What follows belongs to an exercise in optimizing a design on an open flow for small area, a short achievable clock period and few clock cycles per item; a production flow would make more cautious choices.

== P ==
Design signed_to_radix_digits, start of the top module:
module signed_to_radix_digits
(
  input  logic                   clk,
  input  logic                   rst_n,
  input  logic                   in_tvalid,
  output logic                   in_tready,
  input  logic [IN_TDATA_W-1:0]  in_tdata,    
  output logic                   out_tvalid,
  input  logic                   out_tready,
  output logic [OUT_TDATA_W-1:0] out_tdata,   
  output logic                   out_tlast    
);
  localparam logic [2:0] K_M1 = 3'd0;   
  localparam logic [2:0] K_P2 = 3'd1;   
  localparam logic [2:0] K_P4 = 3'd2;   
  localparam logic [2:0] K_P8 = 3'd3;   
  localparam logic [2:0] K_SQ = 3'd4;   
  typedef enum logic [1:0] {
    C_IDLE,
    C_CONV,
    C_DONE
  } cstate_t;
  typedef enum logic [1:0] {
    O_IDLE,
    O_FIND,
    O_LOAD,
    O_EMIT
  } ostate_t;
  function automatic logic [CHAR_W-1:0] digit_to_ascii(input logic [5:0] d);
    logic [CHAR_W-1:0] c;
    if (d < 6'd10) c = {4'h3, d[3:0]};
    else           c = 8'h37 + CHAR_W'(d);
    digit_to_ascii = c;
  endfunction
  function automatic logic [5:0] sq_split(input logic [1:0] sel, input logic [5:0] c);
    case ({sel, c})
      {2'd0, 6'd0}: sq_split = 6'o00;
      {2'd0, 6'd1}: sq_split = 6'o01;
      {2'd0, 6'd2}: sq_split = 6'o02;
      {2'd0, 6'd3}: sq_split = 6'o10;
      {2'd0, 6'd4}: sq_split = 6'o11;
      {2'd0, 6'd5}: sq_split = 6'o12;
      {2'd0, 6'd6}: sq_split = 6'o20;
      {2'd0, 6'd7}: sq_split = 6'o21;
      {2'd0, 6'd8}: sq_split = 6'o22;
      {2'd1, 6'd0}: sq_split = 6'o00;
      {2'd1, 6'd1}: sq_split = 6'o01;
  ...
For scale: roughly 2500 cells after synthesis, ~240 flip-flops, about 87 I/O pins, ~22000 um^2 of cells after synthesis.
export LEC_CHECK = 0
export CAP_MARGIN = 20
export CORE_MARGIN = 2
export CORE_UTILIZATION = 40
export SLEW_MARGIN = 20
create_clock -name core_clock -period 16.0 [get_ports {clk}]
run.sh (not shown) runs the stock make flow with config.mk's settings and CLKGATE_MAP_FILE= SYNTH_SCRIPT=/design/flow/synth_recipe.tcl, a recipe that flattens the netlist after the stock synthesis.
Input-level comparison between Q and P:
--- a/flow/design.v
+++ b/flow/design.v
@@ -38,23 +38,23 @@
   always_comb begin
     logic [NCELL-1:0] g, p, gn, pn;
     g = g0;
     p = p0;
     g[0] = g0[0] | (p0[0] & b);
     p[0] = 1'b0;
     for (int s = 1; s < NCELL; s = s + s) begin
       gn = g;
       pn = p;
       for (int i = 0; i < NCELL; i++) begin
-        if ((i & s) != 0) begin
-          gn[i] = g[i] | (p[i] & g[(i & ~(s - 1)) - 1]);
-          pn[i] = p[i] & p[(i & ~(s - 1)) - 1];
+        if (i >= s) begin
+          gn[i] = g[i] | (p[i] & g[i-s]);
+          pn[i] = p[i] & p[i-s];
         end
       end
       g = gn;
       p = pn;
     end
     c[0] = b;
     for (int i = 0; i < NCELL; i++) c[i+1] = g[i];
   end
   for (genvar i = 0; i < NCELL; i++) begin : g_out
     logic [5:0] n;
@@ -219,20 +219,21 @@
       {2'd3, 6'd43}: sq_split = 6'o61;
       {2'd3, 6'd44}: sq_split = 6'o62;
       {2'd3, 6'd45}: sq_split = 6'o63;
       {2'd3, 6'd46}: sq_split = 6'o64;
       {2'd3, 6'd47}: sq_split = 6'o65;
       {2'd3, 6'd48}: sq_split = 6'o66;
       default: sq_split = 6'o00;
     endcase
   endfunction
   cstate_t                 cst_r;
+  logic                    ready_r;     
   logic [MAG_W-1:0]        val_r;       
   logic                    neg_r;
   logic                    min_r;       
   logic                    first_r;     
   logic                    started_r;   
   logic [6:0]              left_r;      
   logic [5:0]              rraw_r;      
   logic [5:0]              hneg_r;      
   logic [5:0]              hm1_r;       
   logic                    odd_r;       
@@ -346,24 +347,25 @@
     case (okind_r)
       K_M1:    load_v = {1'b0, digit_to_ascii(ptr_cell)};
       K_SQ:    load_v = {1'b0, sq_split(osq_r, ptr_cell)};
       default: load_v = {1'b0, ptr_cell};
     endcase
   end
   always_comb begin
     top_sub = 3'd0;
     case (okind_r)
       K_P2: begin
-        for (int k = 1; k < 6; k++) if (load_v[k]) top_sub = 3'(k);
+        for (int k = 1; k < 6; k++) if (ptr_cell[k]) top_sub = 3'(k);
       end
-      K_P4: top_sub = (load_v[5:4] != 0) ? 3'd2 : (load_v[3:2] != 0) ? 3'd1 : 3'd0;
-      K_P8, K_SQ: top_sub = (load_v[5:3] != 0) ? 3'd1 : 3'd0;
+      K_P4: top_sub = (ptr_cell[5:4] != 0) ? 3'd2 : (ptr_cell[3:2] != 0) ? 3'd1 : 3'd0;
+      K_P8: top_sub = (ptr_cell[5:3] != 0) ? 3'd1 : 3'd0;
+      K_SQ: top_sub = (ptr_cell >= orad_r) ? 3'd1 : 3'd0;
       default: top_sub = 3'd0;
     endcase
   end
   always_comb begin
     case (okind_r)
       K_P2:       sub_max = 3'd5;
       K_P4:       sub_max = 3'd2;
       K_P8, K_SQ: sub_max = 3'd1;
       default:    sub_max = 3'd0;
     endcase
@@ -392,32 +394,50 @@
     endcase
   end
   assign out_char_c = (okind_r == K_M1) ? {1'b0, cur_r} : {5'b00110, digit};
   assign slot_free = !out_tvalid_r || out_tready;
   assign emit      = (ost_r == O_EMIT) && slot_free;
   assign emit_last = lastcell_r && (sub_r == '0);
   assign out_load  = emit || ((ost_r == O_FIND) && oneg_r && slot_free);
   always_ff @(posedge clk) begin
     if (!rst_n) begin
       cst_r        <= C_IDLE;
+      ready_r      <= 1'b1;
       ost_r        <= O_IDLE;
       out_tvalid_r <= 1'b0;
     end else begin
       if (out_load) begin
         out_tvalid_r <= 1'b1;
       end else if (out_tready) begin
         out_tvalid_r <= 1'b0;
       end
       case (cst_r)
-        C_IDLE:  if (in_tvalid) cst_r <= C_CONV;
-        C_CONV:  if (handoff) cst_r <= C_IDLE; else if (last_step) cst_r <= C_DONE;
-        default: if (handoff) cst_r <= C_IDLE;
+        C_IDLE: begin
+          if (in_tvalid) begin
+            cst_r   <= C_CONV;
+            ready_r <= 1'b0;
+          end
+        end
+        C_CONV: begin
+          if (handoff) begin
+            cst_r   <= C_IDLE;
+            ready_r <= 1'b1;
+          end else if (last_step) begin
+            cst_r   <= C_DONE;
+          end
+        end
+        default: begin
+          if (handoff) begin
+            cst_r   <= C_IDLE;
+            ready_r <= 1'b1;
+          end
+        end
       endcase
       case (ost_r)
         O_IDLE: if (handoff) ost_r <= O_FIND;
         O_FIND: if (!oneg_r || slot_free) ost_r <= O_LOAD;
         O_LOAD: ost_r <= O_EMIT;
         default: if (emit && emit_last) ost_r <= O_IDLE;
       endcase
     end
   end
   always_ff @(posedge clk) begin
@@ -438,24 +458,24 @@
         left_r    <= left_r - 7'd8;
         first_r   <= 1'b0;
         started_r <= started_r || (m8 != '0);
       end else if (step) begin
         val_r     <= {val_r[MAG_W-2:0], 1'b0};
         left_r    <= left_r - 7'd1;
         first_r   <= 1'b0;
         started_r <= started_r || mbit;
       end
     end
-    if (step) begin
-      cells_r <= started_r ? cells_dbl : {{(6*NCELL-1){1'b0}}, mbit};
-    end else if (bulk) begin
-      cells_r <= cells_bulk;
+    if (cst_r == C_CONV && cells_free) begin
+      if (fast64 || fast16) cells_r <= cells_bulk;
+      else if (started_r)   cells_r <= cells_dbl;
+      else                  cells_r <= {{(6*NCELL-1){1'b0}}, mbit};
     end
   end
   always_ff @(posedge clk) begin
     if (handoff) begin
       oneg_r  <= neg_r;
       okind_r <= kind_c;
       osq_r   <= sq_c;
       orad_r  <= rad_c;
     end
     case (ost_r)
@@ -478,15 +498,15 @@
           end
         end
       end
       default: ;
     endcase
     if (out_load) begin
       out_char_r <= (ost_r == O_FIND) ? ASCII_MINUS : out_char_c;
       out_last_r <= (ost_r == O_EMIT) && emit_last;
     end
   end
-  assign in_tready  = (cst_r == C_IDLE);
+  assign in_tready  = ready_r;
   assign out_tvalid = out_tvalid_r;
   assign out_tdata  = out_char_r;
   assign out_tlast  = out_last_r;
 endmodule
Results
- Per the comparison of Q with P, number of multi-input combinational cells saw an increase, register-to-register slack saw an increase.
- Compared to P, the router laid down more metal wire for Q.
- Q vs. P: share of layout cells above drive strength 1 went down 0.86 points, final design instance area without fill went up about 1.4%, minimum period implied by the final worst setup slack went down 670 ps, via count of the first global-routing pass went up 508, ratio of final minimum period to clock period went down 4.2 points.
No run of this note included a check of the RTL's function; only the layout flow was run.

static timing again, ports no longer ideal:
How much do the figures lean on ideal ports? The routed layouts below were timed once more, with nothing changed but the port constraints.
Step 1 assumes that a clkbuf_16 drives the clock port and a buf_2 every other input.
Step 2, shift: input delay + t, output delay - t, t = (earliest + latest rising clock arrival at the registers) / 2. This alone moves slack from input paths to output paths.
Slacks: ideal ports / drivers / drivers and shift; pairs: ideal ports / drivers.
run	t (ns)	setup slack, ns	cell pins on the clock port's net
P	0.657	10.061 / 10.000 / 10.308	1
Q	0.663	10.733 / 10.733 / 10.733	1
After both steps every run listed still meets setup and hold.
